This is an optimization exercise on Yosys and OpenROAD, whose aim is small area, a short achievable clock period and few clock cycles, not a production implementation.
Function was checked by simulation only, so behaviour that the tests miss may differ from the original.
Power is estimated from default activity; no workload was simulated.

<file path="design/flow/design.v">
module gc_controller_param #(
    parameter int BLK_W         = 8,
    parameter int PAGES_PER_BLK = 64,
    parameter int FREE_HIGH     = 8,
    parameter int FREE_LOW      = 2
) (
    input  logic             CLK,
    input  logic             nRST,
    input  logic             gc_ini,
    input  logic             gc_start,
    input  logic             invalid_flag,
    input  logic [BLK_W-1:0] invalid_blk_num,
    input  logic             new_active_request,
    input  logic             move_done_flag,
    output logic             gc_request,
    output logic             gc_interrupt,
    output logic             req_done,
    output logic [BLK_W-1:0] erase_blk_num,
    output logic [BLK_W-1:0] active_blk_num,
    output logic             move_flag,
    output logic [BLK_W:0]   free_cnt,
    output logic             busy
);
    localparam int NUM_BLK = 1 << BLK_W;
    localparam int PC_W    = $clog2(PAGES_PER_BLK + 1);
    localparam int NSTEP   = (PC_W + 1) / 2;
    localparam logic [PC_W-1:0]  PC_MAX      = PC_W'(PAGES_PER_BLK);
    localparam logic [BLK_W-1:0] LAST_IDX    = BLK_W'(NUM_BLK - 1);
    localparam logic [BLK_W-1:0] ONE_BLK     = BLK_W'(1);
    localparam logic [BLK_W:0]   ONE_FC      = (BLK_W + 1)'(1);
    localparam logic [BLK_W:0]   FREE_HIGH_C = (BLK_W + 1)'(FREE_HIGH);
    localparam logic [BLK_W:0]   FREE_LOW_C  = (BLK_W + 1)'(FREE_LOW);
    typedef enum logic [2:0] {
        ST_UNINIT,
        ST_INIT,
        ST_READY,
        ST_SEARCH,
        ST_MOVE,
        ST_DONE
    } state_t;
    state_t           state_q, state_d;
    logic [BLK_W-1:0] idx_q, idx_d;
    logic [NSTEP-1:0] step_q, step_d;           
    logic [BLK_W-1:0] rd_ptr_q, rd_ptr_d;
    logic [BLK_W-1:0] wr_ptr_q, wr_ptr_d;
    logic [BLK_W:0]   free_cnt_q, free_cnt_d;
    logic [BLK_W-1:0] active_q, active_d;
    logic [BLK_W-1:0] erase_blk_q, erase_blk_d;
    logic [PC_W-1:0]  max_q, max_d;
    logic             erase_q, erase_d;
    logic             gc_request_q, gc_request_d;
    logic             gc_interrupt_q, gc_interrupt_d;
    logic             req_done_q, req_done_d;
    logic             move_flag_q, move_flag_d;
    logic             busy_q, busy_d;
    logic             live_q, live_d;           
    logic             pop_ok_q, pop_ok_d;       
    logic             init_q, init_d;           
    logic             clr_q, clr_d;             
    logic             push_q, push_d;           
    logic [PC_W-1:0]  inv_cnt_q [NUM_BLK];
    logic             closed_q  [NUM_BLK];
    logic             closed_d  [NUM_BLK];
    logic [BLK_W-1:0] fifo_q    [NUM_BLK];
    logic [NUM_BLK-1:0] alive_q, alive_d;
    logic             inc_v_q;
    logic [BLK_W-1:0] inc_b_q;
    logic [PC_W-1:0]  inc_rd_q, inc_rd_d;
    logic             cnt_we;
    logic [BLK_W-1:0] cnt_wa;
    logic [PC_W-1:0]  cnt_wd;
    logic [BLK_W-1:0] clr_blk;
    logic             close_en;
    logic             pop_en;
    logic             load_alive;
    logic             low_d, crit_d, nz_d;
    logic [NUM_BLK-1:0] bit_hi, bit_lo, alive_nxt;
    logic               any_hi, any_lo, any_lo_h, any_lo_l;
    logic [BLK_W-1:0]   pick_a, pick_b, pick_blk;
    always_comb begin
        for (int i = 0; i < NUM_BLK; i++) begin
            bit_hi[i] = 1'b0;
            bit_lo[i] = 1'b0;
            for (int s = 0; s < NSTEP; s++) begin
                if (step_q[s]) begin
                    bit_hi[i] = bit_hi[i] | inv_cnt_q[i][PC_W-1-2*s];
                    if (PC_W-2-2*s >= 0)
                        bit_lo[i] = bit_lo[i] | inv_cnt_q[i][(PC_W-2-2*s >= 0) ? PC_W-2-2*s : 0];
                end
            end
        end
        any_hi    = |(alive_q & bit_hi);
        any_lo_h  = |(alive_q & bit_hi & bit_lo);
        any_lo_l  = |(alive_q & bit_lo);
        any_lo    = any_hi ? any_lo_h : any_lo_l;
        alive_nxt = alive_q & (bit_hi | {NUM_BLK{~any_hi}}) & (bit_lo | {NUM_BLK{~any_lo}});
    end
    always_comb begin
        pick_a = '0;
        pick_b = '0;
        for (int i = NUM_BLK - 1; i >= 0; i--) begin
            if (alive_q[i]) pick_a = BLK_W'(i);
            if (alive_q[i] && bit_hi[i]) pick_b = BLK_W'(i);
        end
        pick_blk = any_hi ? pick_b : pick_a;
    end
    always_comb begin
        state_d     = state_q;
        idx_d       = idx_q;
        step_d      = step_q;
        rd_ptr_d    = rd_ptr_q;
        wr_ptr_d    = wr_ptr_q;
        free_cnt_d  = free_cnt_q;
        active_d    = active_q;
        erase_blk_d = erase_blk_q;
        max_d       = max_q;
        erase_d     = erase_q;
        alive_d     = alive_q;
        load_alive  = 1'b0;
        close_en = pop_ok_q && new_active_request;
        pop_en   = close_en && !gc_ini;
        clr_blk  = init_q ? idx_q : erase_blk_q;
        if (gc_ini) begin
            state_d    = ST_INIT;
            idx_d      = '0;
            rd_ptr_d   = '0;
            wr_ptr_d   = '0;
            free_cnt_d = '0;
        end else begin
            case (state_q)
                ST_UNINIT: begin
                    state_d = ST_UNINIT;
                end
                ST_INIT: begin
                    idx_d = idx_q + ONE_BLK;
                    if (idx_q == LAST_IDX) begin
                        state_d  = ST_READY;
                        active_d = '0;
                    end
                end
                ST_READY: begin
                    if (gc_start && gc_request_q) begin
                        state_d    = ST_SEARCH;
                        step_d     = NSTEP'(1);
                        load_alive = 1'b1;
                    end
                end
                ST_SEARCH: begin
                    if (!inc_v_q) begin
                        alive_d = alive_nxt;
                        for (int s = 0; s < NSTEP; s++) begin
                            if (step_q[s]) begin
                                max_d[PC_W-1-2*s] = any_hi;
                                if (PC_W-2-2*s >= 0)
                                    max_d[(PC_W-2-2*s >= 0) ? PC_W-2-2*s : 0] = any_lo;
                            end
                        end
                        step_d = {step_q[NSTEP-2:0], 1'b0};
                        if (step_q[NSTEP-1]) begin
                            erase_blk_d = pick_blk;
                            erase_d     = (max_q[PC_W-1:1] != '0) || any_hi;
                            if (max_q[PC_W-1] || ((max_q[PC_W-1:1] == '0) && !any_hi)) begin
                                state_d = ST_DONE;
                            end else begin
                                state_d = ST_MOVE;
                            end
                        end
                    end
                end
                ST_MOVE: begin
                    if (move_done_flag) begin
                        state_d = ST_DONE;
                    end
                end
                ST_DONE: begin
                    state_d = ST_READY;
                end
                default: begin
                    state_d = ST_UNINIT;
                end
            endcase
        end
        if (pop_en) begin
            active_d = fifo_q[rd_ptr_q];
            rd_ptr_d = rd_ptr_q + ONE_BLK;
        end
        if (push_q && !gc_ini) begin
            wr_ptr_d = wr_ptr_q + ONE_BLK;
        end
        if (pop_en && !push_q) begin
            free_cnt_d = free_cnt_q - ONE_FC;
            low_d  = (free_cnt_q <= FREE_HIGH_C);
            crit_d = (free_cnt_q <= FREE_LOW_C + ONE_FC);
            nz_d   = (free_cnt_q != ONE_FC);
        end else if (push_q && !pop_en) begin
            low_d  = (free_cnt_q < FREE_HIGH_C - ONE_FC);
            crit_d = (free_cnt_q < FREE_LOW_C);
            nz_d   = 1'b1;
            if (!gc_ini) free_cnt_d = free_cnt_q + ONE_FC;
        end else begin
            low_d  = (free_cnt_q < FREE_HIGH_C);
            crit_d = (free_cnt_q <= FREE_LOW_C);
            nz_d   = (free_cnt_q != '0);
        end
        if (load_alive) begin
            for (int i = 0; i < NUM_BLK; i++) alive_d[i] = closed_d[i];
        end
        gc_request_d   = (state_d == ST_READY) && low_d;
        gc_interrupt_d = gc_request_d && crit_d;
        req_done_d     = (state_d == ST_DONE);
        move_flag_d    = (state_d == ST_MOVE);
        busy_d         = (state_d != ST_UNINIT) && (state_d != ST_READY);
        live_d   = (state_d != ST_UNINIT) && (state_d != ST_INIT);
        pop_ok_d = live_d && nz_d;
        init_d   = (state_d == ST_INIT);
        clr_d    = init_d || ((state_d == ST_DONE) && erase_d);
        push_d   = clr_d && !(init_d && (idx_d == '0));
    end
    always_ff @(posedge CLK) begin
        if (!nRST) begin
            state_q        <= ST_UNINIT;
            idx_q          <= '0;
            step_q         <= '0;
            rd_ptr_q       <= '0;
            wr_ptr_q       <= '0;
            free_cnt_q     <= '0;
            active_q       <= '0;
            erase_blk_q    <= '0;
            max_q          <= '0;
            erase_q        <= 1'b0;
            gc_request_q   <= 1'b0;
            gc_interrupt_q <= 1'b0;
            req_done_q     <= 1'b0;
            move_flag_q    <= 1'b0;
            busy_q         <= 1'b0;
            live_q         <= 1'b0;
            pop_ok_q       <= 1'b0;
            init_q         <= 1'b0;
            clr_q          <= 1'b0;
            push_q         <= 1'b0;
            inc_v_q        <= 1'b0;
        end else begin
            state_q        <= state_d;
            idx_q          <= idx_d;
            step_q         <= step_d;
            rd_ptr_q       <= rd_ptr_d;
            wr_ptr_q       <= wr_ptr_d;
            free_cnt_q     <= free_cnt_d;
            active_q       <= active_d;
            erase_blk_q    <= erase_blk_d;
            max_q          <= max_d;
            erase_q        <= erase_d;
            gc_request_q   <= gc_request_d;
            gc_interrupt_q <= gc_interrupt_d;
            req_done_q     <= req_done_d;
            move_flag_q    <= move_flag_d;
            busy_q         <= busy_d;
            live_q         <= live_d;
            pop_ok_q       <= pop_ok_d;
            init_q         <= init_d;
            clr_q          <= clr_d;
            push_q         <= push_d;
            inc_v_q        <= live_q && invalid_flag;
        end
    end
    always_comb begin
        for (int i = 0; i < NUM_BLK; i++) begin
            closed_d[i] = closed_q[i];
            if (close_en && (active_q == BLK_W'(i))) closed_d[i] = 1'b1;
            if (clr_q && (clr_blk == BLK_W'(i)))    closed_d[i] = 1'b0;
        end
    end
    always_comb begin
        cnt_we = clr_q || inc_v_q;
        cnt_wa = clr_q ? clr_blk : inc_b_q;
        if (clr_q) begin
            cnt_wd = '0;
        end else if (inc_rd_q == PC_MAX) begin
            cnt_wd = inc_rd_q;
        end else begin
            cnt_wd = inc_rd_q + PC_W'(1);
        end
        if (cnt_we && (cnt_wa == invalid_blk_num)) begin
            inc_rd_d = cnt_wd;
        end else begin
            inc_rd_d = inv_cnt_q[invalid_blk_num];
        end
    end
    always_ff @(posedge CLK) begin
        inc_b_q  <= invalid_blk_num;
        inc_rd_q <= inc_rd_d;
        for (int i = 0; i < NUM_BLK; i++) begin
            closed_q[i] <= closed_d[i];
            if (cnt_we && (cnt_wa == BLK_W'(i))) begin
                inv_cnt_q[i] <= cnt_wd;
            end
        end
        alive_q <= alive_d;
    end
    always_ff @(posedge CLK) begin
        if (push_q) begin
            fifo_q[wr_ptr_q] <= clr_blk;
        end
    end
    assign gc_request     = gc_request_q;
    assign gc_interrupt   = gc_interrupt_q;
    assign req_done       = req_done_q;
    assign erase_blk_num  = erase_blk_q;
    assign active_blk_num = active_q;
    assign move_flag      = move_flag_q;
    assign free_cnt       = free_cnt_q;
    assign busy           = busy_q;
endmodule
</file>
<file path="design/flow/run.sh">
#!/bin/bash
# synth_recipe.tcl (not shown) runs the flow's synth.tcl, then flattens the netlist and writes it again
# the make line also repeats each setting of config.mk as NAME=value (left out here)
make -C /OpenROAD-flow-scripts/flow DESIGN_CONFIG=/design/flow/config.mk WORK_HOME=/design/flow/orfs CLKGATE_MAP_FILE= SYNTH_SCRIPT=/design/flow/synth_recipe.tcl finish
</file>
<file path="design/flow/config.mk">
export PLATFORM = sky130hd
export DESIGN_NAME = gc_controller_param
export DESIGN_NICKNAME = gc_controller_param
export VERILOG_FILES = /design/flow/design.v
export SDC_FILE = /design/flow/constraint.sdc
export NUM_CORES = 4
export LEC_CHECK = 0
export CAP_MARGIN = 20
export CELL_PAD_IN_SITES_DETAIL_PLACEMENT = 1
export CELL_PAD_IN_SITES_GLOBAL_PLACEMENT = 2
export CORE_MARGIN = 2
export CORE_UTILIZATION = 25
export PLACE_DENSITY = 0.45
export SETUP_SLACK_MARGIN = 5
export SLEW_MARGIN = 20
export TNS_END_PERCENT = 20
</file>
<file path="design/flow/constraint.sdc">
create_clock -name core_clock -period 10.0 [get_ports {CLK}]
set_input_delay 2.0000 -clock core_clock [delete_from_list [all_inputs] [get_ports {CLK}]]
set_output_delay 2.0000 -clock core_clock [all_outputs]
set_load 0.01 [all_outputs]
</file>
==> results of run 1 <==
## sequential cells by signal (all words and copies together) (netlist names), 3 cells and up, named ones only
signal	flops
step_q	4
wr_ptr_q	8
state_q	3
rd_ptr_q	8
max_q	6
inc_rd_q	7
free_cnt_q	9
active_q	8
idx_q	8
fifo_q	2048
alive_q	256
inv_cnt_q	1792
erase_blk_q	8
closed_q	256
inc_b_q	8
## worst max path at each step
stage	cells past startpoint	endpoint
3_3_place_gp	13	inc_rd_q[0]
3_5_place_dp	13	inc_rd_q[0]
5_1_grt	17	alive_q[254]
2_1_floorplan	6	alive_q[0]
6_report	16	alive_q[254]
4_1_cts	16	alive_q[247]
## layer usage
| layer | vias to the layer above | share of wire, % | wire length (µm) |
|---|---|---|---|
| li1 | 57268 | - | - |
| met1 | 93211 | 35 | 694900 |
| met2 | 16734 | 40 | 781000 |
| met3 | 5080 | 12 | 240800 |
| met4 | 154 | 12 | 243300 |
| met5 | - | 0.12 | 2310 |
## placed cells by master (no fill, tap or decap), types with 129 or more instances in the layout
| master | instances |
|---|---|
| sky130_fd_sc_hd__a22o_1 | 393 |
| sky130_fd_sc_hd__a22oi_1 | 568 |
| sky130_fd_sc_hd__nand4_1 | 231 |
| sky130_fd_sc_hd__buf_4 | 1529 |
| sky130_fd_sc_hd__o21ai_0 | 297 |
| sky130_fd_sc_hd__diode_2 | 490 |
| sky130_fd_sc_hd__a21o_1 | 193 |
| sky130_fd_sc_hd__clkbuf_16 | 571 |
| sky130_fd_sc_hd__edfxtp_1 | 4096 |
| sky130_fd_sc_hd__inv_1 | 234 |
| sky130_fd_sc_hd__nor2_2 | 129 |
| sky130_fd_sc_hd__dfxtp_1 | 339 |
| sky130_fd_sc_hd__nand3_1 | 154 |
| sky130_fd_sc_hd__nand2_1 | 498 |
| sky130_fd_sc_hd__nor2_1 | 876 |
| sky130_fd_sc_hd__a222oi_1 | 246 |
| sky130_fd_sc_hd__buf_12 | 137 |
| sky130_fd_sc_hd__mux4_2 | 686 |
| sky130_fd_sc_hd__a221oi_1 | 172 |
| sky130_fd_sc_hd__o22ai_1 | 135 |
| sky130_fd_sc_hd__a21oi_1 | 633 |
| sky130_fd_sc_hd__a22oi_2 | 188 |
## repair_timing
item                                    CTS  global route
endpoints found under the setup margin  868          1219
buffers inserted                        257            90
gates resized for setup                 816           274
pin swaps                               211           139
gates cloned                             41            13
## cell type report
| type | instances | area (µm²) | share of cell area, % |
|---|---|---|---|
| inverters | 249 | 1015 | 0.4129 |
| diodes | 490 | 1226 | 0.4989 |
| flip-flops and latches | 4449 | 130100 | 52.94 |
| clock buffers | 677 | 14510 | 5.904 |
| multi-input cells | 7377 | 63800 | 25.96 |
| repair buffers | 1948 | 19080 | 7.763 |
| well taps | 10174 | 12730 | 5.179 |
| clock inverters | 297 | 3309 | 1.347 |
## report_power, final
part / internal, mW / leakage (nW) / switching (mW)
Combinational: 0.250 / 30.0 / 2.01
Sequential: 20.8 / 37.7 / 0.0588
Clock: 11.5 / 8.63 / 9.07
Total: 32.5 / 76.4 / 11.1
## per-stage QoR
step / hold WS (ns) / cells
after CTS: 0.4752 / 25050
after global placement: 0.4633 / 23702
after detailed placement: 0.4623 / 23778
final: 0.4730 / 25661
after global routing: 0.4952 / 25367
after floorplan: 0.4350 / 12752
## cells by family after synthesis
group,count (synthesis)
compound gates,3798
flops,4449
buf+inv,928
mux,704
xor+xnor,40
simple gates,2821
fa+ha+maj,12
==> qor.tcl, run 1 <==
set qor(design.core.area_um2) 764700
set qor(global_route_wire_length_before_repair_mm) 2304
set qor(timing.hold.worst.start) {closed_q[241]}
set qor(rrSetupSlack_ns) 3.62
set qor(ios) 45
set qor(post_synth_inst_count) 12752
set qor(r2r_start) {step_q[2]}
set qor(portion_of_netlist_area_occupied_by_mux_cells_pct) 8.142
set qor(number_of_antenna_violations_at_the_first_check_in_global_routing) 547
set qor(asyncSetResetFlopFracSynth_pct) 0
set qor(post_synthesis_instance_area_um2) 192000
set qor(achievable-frequency_mhz) 156.8
set qor(endpoint_arrival_time_on_the_critical_path_ns) 7.34
set qor(status) {failed layout checks}
set qor(synth_simple_gate_area_share_pct) 6.945
set qor(static-leakage-power_nw) 76.39
set qor(initial_utilization_pct) 25.11
set qor(place.gp.congestion) 1.192
set qor(syn_area_per_cell_um2) 15.06
set qor(vias) 172447
set qor(final_nets) 14594
set qor(worstSetupStartpointType) {register}
set qor(synth_compound_area_share_pct) 14.82
set qor(period_share_pct) 63.78
set qor(setup_viol_count_final) 0
set qor(post_cts_hold_buffer_count) 0
set qor(yosys.area_share.xor_xnor_pct) 0.1825
set qor(crit_type) {register to register}
set qor(utilization_pct) 32.14
set qor(grt.met1_usage_pct) 54.91
set qor(maxCapViolCount) 0
set qor(detail-route-antenna-nets) 0
set qor(synth_cell_type_count) 87
set qor(std_cell_rows) 321
set qor(cts.sink_count) 4449
set qor(grt_setup_unrepaired) {true}
set qor(cts-root-to-sink-buffers) 4
set qor(synth_top_area_cell) {sky130_fd_sc_hd__edfxtp_1}
set qor(clock-skew-final_ns) 0.1820
set qor(hold_path_end) {closed_q[241]}
set qor(wl_mm) 1962
set qor(dominant_combinational_cell_family_by_area_after_synthesis) {compound AO/OA/AOI/OAI gates}
set qor(worstPathBufferInverterCount) 7
set qor(h-tree-depth) 6
set qor(required_ns) 10.96
set qor(postSynthNetCount) 12779
set qor(globalRouteOverflowTotal) 0
set qor(use_met3_pct) 22.31
set qor(check.faults) {slew limit}
set qor(postLayoutCellArea_um2) 245800
set qor(ff_to_ff_end) {alive_q[254]}
set qor(ys_seq_elements) 4449
set qor(synth-seq-area-share_pct) 67.74
set qor(tritoncts) {built}
set qor(timing.final.max_slew_violations) 24
set qor(post-place-ws_ns) 1.168
set qor(finalWorstSetupSlack_ns) 3.622
set qor(path_cells) {buf_16 > buf_12 > a222oi_1 > buf_4 > o22ai_4 > nor3_4 > nand4_1 > nor4_4 > nand4_1 > buf_4 > mux2_8 > buf_12 > clkbuf_16 > buf_8 > a211oi_4 > a21o_1}
set qor(global_route_layer_with_the_greatest_usage) {met2}
set qor(endpoint_kind) {register}
set qor(via_count_of_the_first_global_routing_pass) 152693
set qor(synthToLayoutAreaGrowth_pct) 28.01
set qor(period_minus_slack_ns) 6.378
set qor(timing_worst_slew_pin_value_ns) 1.558
set qor(timing.max_slew.rel_slack_pct) -3.881
set qor(die-area_um2) 775000
set qor(crit_start) {step_q[2]}
set qor(grt_use_met2_pct) 67.22
set qor(grt_usage_pct) 48.86
set qor(netlist_top_cells_area) {sky130_fd_sc_hd__edfxtp_1 64%, sky130_fd_sc_hd__mux4_2 8.0%, sky130_fd_sc_hd__dfxtp_1 3.7%}
set qor(synth_top_area_share_pct) 64.06
set qor(power_density_over_cell_area_nw_per_um2) 177.7
set qor(io_buffer_count) 44
set qor(timing.critical_path.max_delay_family) {simple AND/OR/NAND/NOR gates}
set qor(final.setup.tns_ns) 0
set qor(ys_dominant_reg_cell) {sky130_fd_sc_hd__edfxtp_1}
set qor(synth.most_common_cell) {sky130_fd_sc_hd__edfxtp_1}
set qor(cts_inserted_buffers) 542
set qor(first_pass_iters) 8
set qor(fillers) 79182
set qor(total_power_mw) 43.67
set qor(initialDrtViolationCount) 34042
set qor(cts_root_buf) {sky130_fd_sc_hd__clkbuf_16}
set qor(crit_path_max_incr_delay_ns) 1.06
set qor(synth-warning-count) 4
set qor(cp_slowest_cell) {sky130_fd_sc_hd__a222oi_1}
set qor(worst_case_reg_to_reg_path_depth) 16
set qor(timing.critical_path.fanout_max) 33
set qor(timing.hold.worst_path_depth) 1
set qor(holdCritPathClass) {register to register}
set qor(netlist_top_cells_count) {4096 x sky130_fd_sc_hd__edfxtp_1, 1094 x sky130_fd_sc_hd__nor2_1, 756 x sky130_fd_sc_hd__a22oi_1}
set qor(synth-edff-count) 4096
set qor(routed_wire_length_per_instance_um) 76.47
set qor(postPlaceCellArea_um2) 216600
set qor(clock_pin_slew_on_the_worst_setup_and_hold_paths_ns) 0.07
set qor(grt_max_degree) 166
set qor(vdd_drop_max_mv) 0.2120
set qor(timing.final.hold_violations) 0
set qor(drt_drc_violations_left) 0
set qor(hpwlAfterDp_mm) 1550
set qor(clock_latency_ns) 1.23
set qor(die_width_um) 880.4
set qor(drive_gt1_share_pct) 30.08
set qor(die-height_um) 880.4
set qor(avgViaCountPerCell) 6.720
set qor(yosys.area_share.adder_pct) 0.07820
Testbench counts, summed over its fixed seeds: cycles 173,992.
==> run 2: changes to the inputs <==
--- a/design/flow/design.v
+++ b/design/flow/design.v
@@ -56,8 +56,10 @@
     logic             live_q, live_d;           
     logic             pop_ok_q, pop_ok_d;       
     logic             init_q, init_d;           
-    logic             clr_q, clr_d;             
-    logic             push_q, push_d;           
+    logic             idxnz_q, idxnz_d;         
+    logic             done_q, done_d;           
+    logic             clr_q;                    
+    logic             push_q;                   
     logic [PC_W-1:0]  inv_cnt_q [NUM_BLK];
     logic             closed_q  [NUM_BLK];
     logic             closed_d  [NUM_BLK];
@@ -104,6 +106,13 @@
         end
         pick_blk = any_hi ? pick_b : pick_a;
     end
+    logic [BLK_W-1:0] fifo_head;
+    always_comb begin
+        fifo_head = '0;
+        for (int i = 0; i < NUM_BLK; i++) begin
+            fifo_head = fifo_head | ({BLK_W{rd_ptr_q == BLK_W'(i)}} & fifo_q[i]);
+        end
+    end
     always_comb begin
         state_d     = state_q;
         idx_d       = idx_q;
@@ -116,7 +125,7 @@
         max_d       = max_q;
         erase_d     = erase_q;
         alive_d     = alive_q;
-        load_alive  = 1'b0;
+        load_alive  = (state_q != ST_SEARCH);
         close_en = pop_ok_q && new_active_request;
         pop_en   = close_en && !gc_ini;
         clr_blk  = init_q ? idx_q : erase_blk_q;
@@ -140,9 +149,14 @@
                 end
                 ST_READY: begin
                     if (gc_start && gc_request_q) begin
-                        state_d    = ST_SEARCH;
-                        step_d     = NSTEP'(1);
-                        load_alive = 1'b1;
+                        state_d = ST_SEARCH;
+                        if (!inc_v_q && !invalid_flag && !close_en) begin
+                            load_alive            = 1'b0;
+                            alive_d               = alive_nxt;
+                            max_d[PC_W-1]         = any_hi;
+                            max_d[PC_W-2]         = any_lo;
+                            step_d                = NSTEP'(2);
+                        end
                     end
                 end
                 ST_SEARCH: begin
@@ -157,6 +171,7 @@
                         end
                         step_d = {step_q[NSTEP-2:0], 1'b0};
                         if (step_q[NSTEP-1]) begin
+                            step_d = NSTEP'(1);
                             erase_blk_d = pick_blk;
                             erase_d     = (max_q[PC_W-1:1] != '0) || any_hi;
                             if (max_q[PC_W-1] || ((max_q[PC_W-1:1] == '0) && !any_hi)) begin
@@ -181,7 +196,7 @@
             endcase
         end
         if (pop_en) begin
-            active_d = fifo_q[rd_ptr_q];
+            active_d = fifo_head;
             rd_ptr_d = rd_ptr_q + ONE_BLK;
         end
         if (push_q && !gc_ini) begin
@@ -213,14 +228,14 @@
         live_d   = (state_d != ST_UNINIT) && (state_d != ST_INIT);
         pop_ok_d = live_d && nz_d;
         init_d   = (state_d == ST_INIT);
-        clr_d    = init_d || ((state_d == ST_DONE) && erase_d);
-        push_d   = clr_d && !(init_d && (idx_d == '0));
+        idxnz_d  = (idx_d != '0);
+        done_d   = (state_d == ST_DONE);
     end
     always_ff @(posedge CLK) begin
         if (!nRST) begin
             state_q        <= ST_UNINIT;
             idx_q          <= '0;
-            step_q         <= '0;
+            step_q         <= NSTEP'(1);
             rd_ptr_q       <= '0;
             wr_ptr_q       <= '0;
             free_cnt_q     <= '0;
@@ -236,8 +251,8 @@
             live_q         <= 1'b0;
             pop_ok_q       <= 1'b0;
             init_q         <= 1'b0;
-            clr_q          <= 1'b0;
-            push_q         <= 1'b0;
+            idxnz_q        <= 1'b0;
+            done_q         <= 1'b0;
             inc_v_q        <= 1'b0;
         end else begin
             state_q        <= state_d;
@@ -258,16 +273,18 @@
             live_q         <= live_d;
             pop_ok_q       <= pop_ok_d;
             init_q         <= init_d;
-            clr_q          <= clr_d;
-            push_q         <= push_d;
+            idxnz_q        <= idxnz_d;
+            done_q         <= done_d;
             inc_v_q        <= live_q && invalid_flag;
         end
     end
+    assign clr_q  = init_q || (done_q && erase_q);
+    assign push_q = (init_q && idxnz_q) || (done_q && erase_q);
     always_comb begin
         for (int i = 0; i < NUM_BLK; i++) begin
             closed_d[i] = closed_q[i];
             if (close_en && (active_q == BLK_W'(i))) closed_d[i] = 1'b1;
-            if (clr_q && (clr_blk == BLK_W'(i)))    closed_d[i] = 1'b0;
+            if (clr_q && (cnt_wa == BLK_W'(i)))     closed_d[i] = 1'b0;   
         end
     end
     always_comb begin
==> qor.tcl, run 2 <==
set qor(global_route_wire_length_before_repair_mm) 3171
set qor(hpwlAfterDp_mm) 1814 ;# was 1550 mm
set qor(die_width_um) 869.6 ;# was 880.4 µm
set qor(status) {stopped before the end} ;# was failed layout checks
set qor(grt_usage_pct) 66.09
set qor(synth_top_area_share_pct) 65.67 ;# was 64.06%
set qor(post_synth_inst_count) 14040 ;# was 12752
set qor(grt_max_degree) 126
set qor(std_cell_rows) 317 ;# was 321
set qor(stop_stage) {global routing}
set qor(initial_utilization_pct) 25.11 ;# about the same
set qor(synth-edff-count) 4096 ;# unchanged
set qor(postSynthNetCount) 14070 ;# was 12779
set qor(die-height_um) 869.6 ;# was 880.4 µm
set qor(post_synthesis_instance_area_um2) 187300 ;# was 192000 µm²
set qor(ys_dominant_reg_cell) {sky130_fd_sc_hd__edfxtp_1} ;# unchanged
set qor(syn_area_per_cell_um2) 13.34 ;# was 15.06 µm²
set qor(synth_cell_type_count) 90 ;# was 87
set qor(asyncSetResetFlopFracSynth_pct) 0 ;# unchanged
set qor(netlist_top_cells_area) {sky130_fd_sc_hd__edfxtp_1 66%, sky130_fd_sc_hd__a22oi_1 5.7%, sky130_fd_sc_hd__dfxtp_1 3.7%} ;# was sky130_fd_sc_hd__edfxtp_1 64%, sky130_fd_sc_hd__mux4_2 8.0%, sky130_fd_sc_hd__dfxtp_1 3.7%
set qor(cts.sink_count) 4440 ;# was 4449
set qor(netlist_top_cells_count) {4096 x sky130_fd_sc_hd__edfxtp_1, 1441 x sky130_fd_sc_hd__nand2_1, 1416 x sky130_fd_sc_hd__a22oi_1} ;# was 4096 x sky130_fd_sc_hd__edfxtp_1, 1094 x sky130_fd_sc_hd__nor2_1, 756 x sky130_fd_sc_hd__a22oi_1
set qor(ys_seq_elements) 4440 ;# was 4449
set qor(globalRouteOverflowTotal) 656
set qor(post_cts_hold_buffer_count) 0 ;# unchanged
set qor(synth-seq-area-share_pct) 69.34 ;# was 67.74%
set qor(cts_root_buf) {sky130_fd_sc_hd__clkbuf_16} ;# unchanged
set qor(ios) 45 ;# unchanged
set qor(synth_top_area_cell) {sky130_fd_sc_hd__edfxtp_1} ;# unchanged
set qor(dp_cells) 25528 ;# was 23778
set qor(cts_inserted_buffers) 549 ;# was 542
set qor(synth.most_common_cell) {sky130_fd_sc_hd__edfxtp_1} ;# unchanged
set qor(synth-warning-count) 4 ;# unchanged
set qor(via_count_of_the_first_global_routing_pass) 209687
set qor(place.gp.congestion) 1.249 ;# was 1.192
set qor(first-error) {[ERROR GRT-0116] Global routing finished with congestion. Check the congestion regions in the DRC Viewer.}
set qor(h-tree-depth) 6 ;# unchanged
set qor(io_buffer_count) 44 ;# unchanged
set qor(cts-root-to-sink-buffers) 4 ;# unchanged
run 2: power groups by stage:
stage          Clock (mW)  Combinational (mW)  Sequential (mW)
3_5_place_dp            0                2.37             21.3
3_3_place_gp            0                2.37             21.3
4_1_cts              20.7                2.57             20.9
2_1_floorplan           0               0.587             21.4
run 2: metal layers:
layer,overflow,GRT usage [%]
met5,0,21.16
met4,274,66.48
met3,2,47.68
met2,379,82.38
met1,1,67.89
run 2: cells by family after synthesis:
group | after synthesis | share of synthesized area, %
AOI/OAI and AO/OA | 4579 | 18.41
DFF | 4440 | 69.34
and+or+nand+nor | 4021 | 9.668
buffers and inverters | 924 | 2.146
xor gates and xnor gates | 35 | 0.1637
muxes | 26 | 0.1717
adders and majority gates | 15 | 0.1002
run 2: worst max path at each step:
stage / end / startpoint / slack, ns / cells after the start
CTS: alive_q[63] / step_q[0] / 4.57 / 17
detailed placement: inc_rd_q[6] / invalid_blk_num[4] / 1.27 / 18
global placement: inc_rd_q[1] / invalid_blk_num[4] / -0.11 / 16
floorplan: inv_cnt_q[0][4] / init_q / 4.00 / 5
run 2: what timing repair did:
action | CTS
endpoints found under the setup margin | 1477
gates cloned | 84
gates resized for setup | 1240
buffers inserted | 410
pin swaps | 293
run 2: through the flow:
stage	setup WS [ns]	hold WS, ns	instance area [µm²]	power, mW	TNS (ns)
after CTS	4.568	0.5065	249500	44.17	0
after detailed placement	1.266	0.4755	218600	23.66	0
after global placement	-0.1139	0.4917	215400	23.67	-0.1139
after floorplan	3.997	0.4367	187300	21.96	0
Testbench counts of run 2, summed over its fixed seeds: cycles 171,993.
==> run 3: changes to the inputs <==
--- a/design/flow/design.v
+++ b/design/flow/design.v
@@ -106,13 +106,6 @@
         end
         pick_blk = any_hi ? pick_b : pick_a;
     end
-    logic [BLK_W-1:0] fifo_head;
-    always_comb begin
-        fifo_head = '0;
-        for (int i = 0; i < NUM_BLK; i++) begin
-            fifo_head = fifo_head | ({BLK_W{rd_ptr_q == BLK_W'(i)}} & fifo_q[i]);
-        end
-    end
     always_comb begin
         state_d     = state_q;
         idx_d       = idx_q;
@@ -196,7 +189,7 @@
             endcase
         end
         if (pop_en) begin
-            active_d = fifo_head;
+            active_d = fifo_q[rd_ptr_q];
             rd_ptr_d = rd_ptr_q + ONE_BLK;
         end
         if (push_q && !gc_ini) begin
--- a/design/flow/config.mk
+++ b/design/flow/config.mk
@@ -9,8 +9,8 @@
 export CELL_PAD_IN_SITES_DETAIL_PLACEMENT = 1
 export CELL_PAD_IN_SITES_GLOBAL_PLACEMENT = 2
 export CORE_MARGIN = 2
-export CORE_UTILIZATION = 25
-export PLACE_DENSITY = 0.45
+export CORE_UTILIZATION = 22
+export PLACE_DENSITY = 0.4
 export SETUP_SLACK_MARGIN = 5
 export SLEW_MARGIN = 20
 export TNS_END_PERCENT = 20
==> qor.tcl, run 3 <==
set qor(status) {no timing/DRC/antenna violations} ;# was stopped before the end
set qor(endpoint_arrival_time_on_the_critical_path_ns) 7.21
set qor(post_synth_inst_count) 12915 ;# was 14040
set qor(post-place-ws_ns) 1.625 ;# was 1.266 ns
set qor(syn_area_per_cell_um2) 14.91 ;# was 13.34 µm²
set qor(total_power_mw) 45.24
set qor(final.setup.tns_ns) 0
set qor(drt_drc_violations_left) 0
set qor(maxCapViolCount) 0
set qor(postSynthNetCount) 12942 ;# was 14070
set qor(timing.max_slew.rel_slack_pct) 6.541
set qor(final_nets) 14711
set qor(synth_top_area_cell) {sky130_fd_sc_hd__edfxtp_1} ;# unchanged
set qor(synthToLayoutAreaGrowth_pct) 30.29
set qor(crit_type) {register to register}
set qor(timing.critical_path.fanout_max) 27
set qor(design.core.area_um2) 872100
set qor(grt_usage_pct) 45.62
set qor(timing.final.hold_violations) 0
set qor(worst_case_reg_to_reg_path_depth) 20
set qor(clock-skew-final_ns) 0.1330
set qor(worstPathBufferInverterCount) 11
set qor(endpoint_kind) {register}
set qor(timing.hold.worst_path_depth) 1
set qor(asyncSetResetFlopFracSynth_pct) 0 ;# unchanged
set qor(h-tree-depth) 6 ;# unchanged
set qor(detail-route-antenna-nets) 0
set qor(timing.hold.worst.start) {live_q}
set qor(cts_inserted_buffers) 565 ;# was 549
set qor(worstSetupStartpointType) {register}
set qor(required_ns) 11.06
set qor(vias) 171741
set qor(avgViaCountPerCell) 6.354
set qor(number_of_flip_flops_under_the_largest_register_name) 2048
set qor(routed_wire_length_per_instance_um) 77.20
set qor(die-area_um2) 882600
set qor(timing.final.max_slew_violations) 0
set qor(dp_cells) 25306 ;# was 25528
set qor(grt_max_degree) 140
set qor(largest-register) {fifo_q}
set qor(post_synthesis_instance_area_um2) 192500 ;# was 187300 µm²
set qor(tritoncts) {built}
set qor(layout_commonest_cell) {sky130_fd_sc_hd__edfxtp_1}
set qor(cts-root-to-sink-buffers) 4 ;# unchanged
set qor(timing_worst_slew_pin_value_ns) 1.397
set qor(vdd_drop_max_mv) 0.1782
set qor(synth-seq-area-share_pct) 67.55 ;# was 69.34%
set qor(cp_slowest_cell) {sky130_fd_sc_hd__nand4_1}
set qor(hpwlAfterDp_mm) 1649 ;# was 1814 mm
set qor(achievable-frequency_mhz) 162.8
set qor(setup_viol_count_final) 0
set qor(leading_registers_by_flop_count) {fifo_q: 2048 flops, inv_cnt_q: 1792 flops}
set qor(initialDrtViolationCount) 35325
set qor(synth-edff-count) 4096 ;# unchanged
set qor(place.gp.congestion) 1.142 ;# was 1.249
set qor(hold_path_end) {inc_v_q}
set qor(synth_cell_type_count) 95 ;# was 90
set qor(drive_gt1_share_pct) 31.04
set qor(cts_root_buf) {sky130_fd_sc_hd__clkbuf_16} ;# unchanged
set qor(timing.critical_path.mode_cell) {sky130_fd_sc_hd__buf_12}
set qor(grt_setup_unrepaired) {true}
set qor(finalWorstSetupSlack_ns) 3.856
set qor(utilization_pct) 28.76
set qor(die-height_um) 939.5 ;# was 869.6 µm
set qor(wl_mm) 2087
set qor(global_route_wire_length_before_repair_mm) 2446
set qor(die_width_um) 939.5 ;# was 869.6 µm
set qor(ys_dominant_reg_cell) {sky130_fd_sc_hd__edfxtp_1} ;# unchanged
set qor(initial_utilization_pct) 22.08 ;# was 25.11%
set qor(number_of_antenna_violations_at_the_first_check_in_global_routing) 521
set qor(ff_to_ff_end) {alive_q[214]}
set qor(cts.sink_count) 4448 ;# was 4440
set qor(netlist_top_cells_area) {sky130_fd_sc_hd__edfxtp_1 64%, sky130_fd_sc_hd__mux4_2 8.0%, sky130_fd_sc_hd__dfxtp_1 3.7%} ;# was sky130_fd_sc_hd__edfxtp_1 66%, sky130_fd_sc_hd__a22oi_1 5.7%, sky130_fd_sc_hd__dfxtp_1 3.7%
set qor(ys_seq_elements) 4448 ;# was 4440
set qor(r2r_start) {step_q[1]}
set qor(std_cell_rows) 343 ;# was 317
set qor(io_buffer_count) 44 ;# unchanged
set qor(synth_top_area_share_pct) 63.89 ;# was 65.67%
set qor(via_count_of_the_first_global_routing_pass) 154953
set qor(path_cells) {buf_12 > buf_12 > buf_12 > a222oi_1 > buf_4 > clkinvlp_4 > buf_12 > a22oi_1 > nand4_1 > nor4_4 > nand4_1 > nor3_2 > a21oi_4 > buf_12 > buf_12 > buf_16 > buf_16 > a311oi_4 > buf_6 > a21o_1}
set qor(first_pass_iters) 8
set qor(crit_path_max_incr_delay_ns) 0.64
set qor(mostFrequentLayoutCells) {4096 x sky130_fd_sc_hd__edfxtp_1, 1517 x sky130_fd_sc_hd__buf_4, 894 x sky130_fd_sc_hd__nor2_1, 680 x sky130_fd_sc_hd__mux4_2, 655 x sky130_fd_sc_hd__a21oi_1}
set qor(synth-warning-count) 4 ;# unchanged
set qor(period_share_pct) 61.44
set qor(timing.critical_path.max_delay_family) {simple AND/OR/NAND/NOR gates}
set qor(period_minus_slack_ns) 6.144
set qor(power_density_over_cell_area_nw_per_um2) 180.3
set qor(ios) 45 ;# unchanged
set qor(rrSetupSlack_ns) 3.86
set qor(globalRouteOverflowTotal) 0
set qor(fin_cells) 27028
set qor(netlist_top_cells_count) {4096 x sky130_fd_sc_hd__edfxtp_1, 1053 x sky130_fd_sc_hd__nor2_1, 763 x sky130_fd_sc_hd__a22oi_1} ;# was 4096 x sky130_fd_sc_hd__edfxtp_1, 1441 x sky130_fd_sc_hd__nand2_1, 1416 x sky130_fd_sc_hd__a22oi_1
set qor(holdCritPathClass) {register to register}
set qor(clock_pin_slew_on_the_worst_setup_and_hold_paths_ns) 0.06
set qor(clock_latency_ns) 1.21
set qor(static-leakage-power_nw) 80.96
set qor(synth.most_common_cell) {sky130_fd_sc_hd__edfxtp_1} ;# unchanged
[run 3: where the power goes]
| part | internal (mW) | switching [mW] |
|---|---|---|
| registers | 20.8 | 0.0918 |
| logic | 0.462 | 2.38 |
| clock network | 12.1 | 9.42 |
[run 3: timing repair]
| item | 4_1_cts | 5_1_grt |
|---|---|---|
| endpoints found under the setup margin | 1534 | 918 |
| hold endpoints to repair | 0 | 0 |
| pin swaps | 363 | 36 |
| hold buffers | 0 | 0 |
| cloned | 57 | 4 |
| resized for setup | 1232 | 107 |
| buffers inserted | 260 | 34 |
[run 3: cell families after synthesis]
family	after synthesis	synth area share [%]
flip-flops	4448	67.55
AO/OA/AOI/OAI	4001	15.14
AND/OR/NAND/NOR	2587	6.517
buffers and inverters	1108	2.366
multiplexers	720	8.176
XOR/XNOR	39	0.1774
adder cells (fa/ha/maj)	12	0.07799
[run 3: worst max path at each step]
stage,startpoint,endpoint,cells past startpoint
3_5_place_dp,invalid_blk_num[1],inc_rd_q[0],13
6_report,step_q[1],alive_q[214],20
5_1_grt,step_q[1],alive_q[188],20
2_1_floorplan,init_q,inv_cnt_q[0][2],5
3_3_place_gp,invalid_blk_num[1],inc_rd_q[0],12
4_1_cts,step_q[1],alive_q[189],18
[run 3: cell type report]
class	instances	area (µm²)
multi-input combinational	7359	65170
fill	91348	621200
tap	11557	14460
inverter	324	1224
sequential	4448	130100
clock buffer	708	15130
timing repair buffer	1986	20080
antenna	327	818.3
clock inverter	319	3871
[run 3: layer usage]
metal	wire, µm	share of wire [%]	vias up	global-route usage (%)
met5	1205	0.058	-	0.7407
met1	766200	37	94099	53.48
met4	258000	12	90	44.76
li1	-	-	57720	-
met3	227900	11	4235	16.95
met2	833300	40	15597	63.08
[run 3: metrics by stage]
step	hold WS [ns]	area, µm²
5_1_grt	0.4759	250200
4_1_cts	0.4678	248800
3_5_place_dp	0.4627	219500
3_3_place_gp	0.4522	218100
6_report	0.4636	250800
2_1_floorplan	0.4352	192500
Testbench counts of run 3, summed over its fixed seeds: cycles 171,993.

-- static timing again, ports no longer ideal --
No port has a modelled driver above. Below, the same layouts with a new extraction and two added sets of constraints. Step 1, drivers: a clkbuf_16 drives CLK and a buf_2 each remaining input, both assumed. Step 2 times the ports against the registers' clock, not the clock port: input delays grow and output delays shrink by t, the midpoint of the rising clock arrivals with the driver on. Slacks: ideal ports / drivers / drivers and shift; pairs: ideal ports / drivers.
| run | t (ns) | slack for setup (ns) | slew at the worst register clock pin (ns) | worst data-port slew with drivers (ns) | pins driven straight from the clock port |
|---|---|---|---|---|---|
| run 1 | 1.279 | 3.622 / 3.622 / 3.047 | 0.07 / 0.07 | 0.11 | 1 |
| run 3 | 1.292 | 3.856 / 3.856 / 3.233 | 0.08 / 0.08 | 0.19 | 1 |
For run 3, which loses most, drivers alone change the setup slack by 0.000 ns; drivers and shift together by -0.623 ns.
